Context: an optimization exercise on an open-source flow, tuned for small area, a short achievable clock period and few clock cycles per item. The choices shown serve that exercise and are no tape-out recipe. Only simulation tests tie the RTL to the original design; equivalence was not proved. Power and IR drop assume default switching activity.

## cache_l1_top
module cache_l1_top #(
  parameter bit REGIN = 1'b0
) (
  input  logic                     clk,
  input  logic                     reset,
  input  logic                     cpu_req,
  input  logic                     cpu_we,
  input  logic [24-1:0] cpu_addr,
  input  logic [7:0]               cpu_wdata,
  output logic                     cpu_ack,
  output logic [7:0]               cpu_rdata,
  output logic                     mem_req,
  output logic                     mem_we,
  output logic [24-1:0] mem_addr,
  output logic [32-1:0] mem_wdata,
  input  logic                     mem_ack,
  input  logic [32-1:0] mem_rdata
);
Size: roughly 3600 flip-flops.
==> flow/config.mk <==
export PLATFORM = sky130hd
export DESIGN_NAME = cache_l1_top
export DESIGN_NICKNAME = cache_l1_top
export VERILOG_FILES = /design/flow/design.v
export SDC_FILE = /design/flow/constraint.sdc
export NUM_CORES = 8
export LEC_CHECK = 0
export CAP_MARGIN = 20
export CORE_MARGIN = 2
export CORE_UTILIZATION = 40
export CTS_CLUSTER_DIAMETER = 60
export CTS_CLUSTER_SIZE = 22
export SLEW_MARGIN = 20
export TNS_END_PERCENT = 20
==> flow/constraint.sdc <==
create_clock -name core_clock -period 12.0 [get_ports {clk}]
set_input_delay 2.4000 -clock core_clock [delete_from_list [all_inputs] [get_ports {clk}]]
set_output_delay 2.4000 -clock core_clock [all_outputs]
set_load 0.01 [all_outputs]
standard.sh (not shown) runs the stock make flow with config.mk's settings and CLKGATE_MAP_FILE= SYNTH_SCRIPT=/design/flow/synth_recipe.tcl, a recipe that flattens the netlist after the stock synthesis.
==> flow/flow/run.sh <==
#!/bin/bash
set -o pipefail
bash standard.sh SETUP_SLACK_MARGIN=7.25 finish > standard.log 2>&1
Testbench counts at the start, summed over its fixed seeds: cycles 68,342, accesses 24,000.
Next try:
CORE_UTILIZATION = 50   (was 40)
Result: Wire length climbs by 1.2%; via count climbs by 0.78%; non-clock buffer count drops by 34; worst hold slack hardly moves; synthesized cell count is unchanged; utilization climbs by 11 points; count of clock-buffer cells in the layout climbs by 28; clock skew drops by 0.038 ns; setup slack gains 0.043 ns.

========
== cedar ==
cache_l1_top, a different RTL version from the one above (not shown whole).
Size in the first run: roughly 3600 flip-flops, roughly 150000 sq um of cells after synthesis.
==> flow/config.mk <==
export PLATFORM = sky130hd
export DESIGN_NAME = cache_l1_top
export DESIGN_NICKNAME = cache_l1_top
export VERILOG_FILES = /design/flow/design.v
export SDC_FILE = /design/flow/constraint.sdc
export NUM_CORES = 8
export LEC_CHECK = 0
export CAP_MARGIN = 20
export CORE_MARGIN = 2
export CORE_UTILIZATION = 40
export CTS_CLUSTER_DIAMETER = 65
export CTS_CLUSTER_SIZE = 26
export PLACE_DENSITY = 0.68
export SLEW_MARGIN = 20
export TNS_END_PERCENT = 20
==> flow/constraint.sdc <==
create_clock -name core_clock -period 12.0 [get_ports {clk}]
set_input_delay 2.4000 -clock core_clock [delete_from_list [all_inputs] [get_ports {clk}]]
set_output_delay 2.4000 -clock core_clock [all_outputs]
set_load 0.01 [all_outputs]
==> flow/flow/run.sh <==
#!/bin/bash
set -o pipefail
bash standard.sh SETUP_SLACK_MARGIN=7.6 "BUFFER_PORTS_ARGS=-buffer_cell sky130_fd_sc_hd__buf_4" finish > standard.log 2>&1
cedar went all the way through the flow, and no timing, DRC or antenna check failed.
Testbench counts of cedar, summed over its fixed seeds: cycles 68,342, accesses 24,000.
diff inputs: cedar => xenon
--- a/flow/config.mk
+++ b/flow/config.mk
@@ -13 +13 @@
-export PLACE_DENSITY = 0.68
+export PLACE_DENSITY = 0.75
## What came out
As far as die area goes, cedar and xenon are indistinguishable; the numbers are identical. Via count: xenon vs cedar, no meaningful difference. Routability-driven placement congestion ratio went down slightly going from cedar to xenon. Final critical-path setup slack in xenon is 0.014 ns lower than in cedar.
The inputs of zinc differ from those of xenon as listed below.
--- a/flow/config.mk
+++ b/flow/config.mk
@@ -13 +12,0 @@
-export PLACE_DENSITY = 0.75
- xenon -> zinc: clock buffer instance count of the final layout increased by a few percent
- In terms of setup slack, xenon and zinc differ only marginally.
- Clock network fraction of total power | zinc above xenon
- The more densely filled core belongs to zinc, not xenon.
- On total met3 wirelength after detailed routing: zinc sits below xenon.
- On total global routing track utilization: zinc sits above xenon.
- Going from xenon to zinc, cell area after layout grew slightly.
- Diff zinc and xenon: number of cells on the critical path lower in xenon
- On zinc: met2 routing resource usage after global routing is 1.8 points higher than what xenon gave.
- Diff xenon..zinc | netlist area before placement | unchanged

## afterwards: timing with drivers on the ports
The results above use ideal ports. As a check the final layouts listed here were re-extracted and re-timed, cells and wires unchanged. Step 1 sets driving cells, clkbuf_16 on the clock port and buf_2 on the other inputs (assumed; they add their load-dependent delay and slew). Step 2 times the ports against the registers' clock, not the clock port: input delays grow and output delays shrink by t, the midpoint of the rising clock arrivals with the driver on. a / b / c = no drivers / after step 1 / after step 2; a / b = the first two.
run	t (ns)	setup slack, ns	worst slew at a driven data input, ns
the first run of note 1	1.016	7.068 / 6.890 / 5.873	0.31
the second run of note 1	1.012	7.112 / 6.861 / 5.849	0.47
cedar	1.025	7.317 / 6.915 / 5.890	0.69
xenon	1.056	7.303 / 7.059 / 6.003	0.49
zinc	1.057	7.302 / 6.887 / 5.830	0.62
After both steps setup and hold are still met in every run listed. For zinc, which loses most, drivers alone change the setup slack by -0.415 ns; drivers and shift together by -1.472 ns.
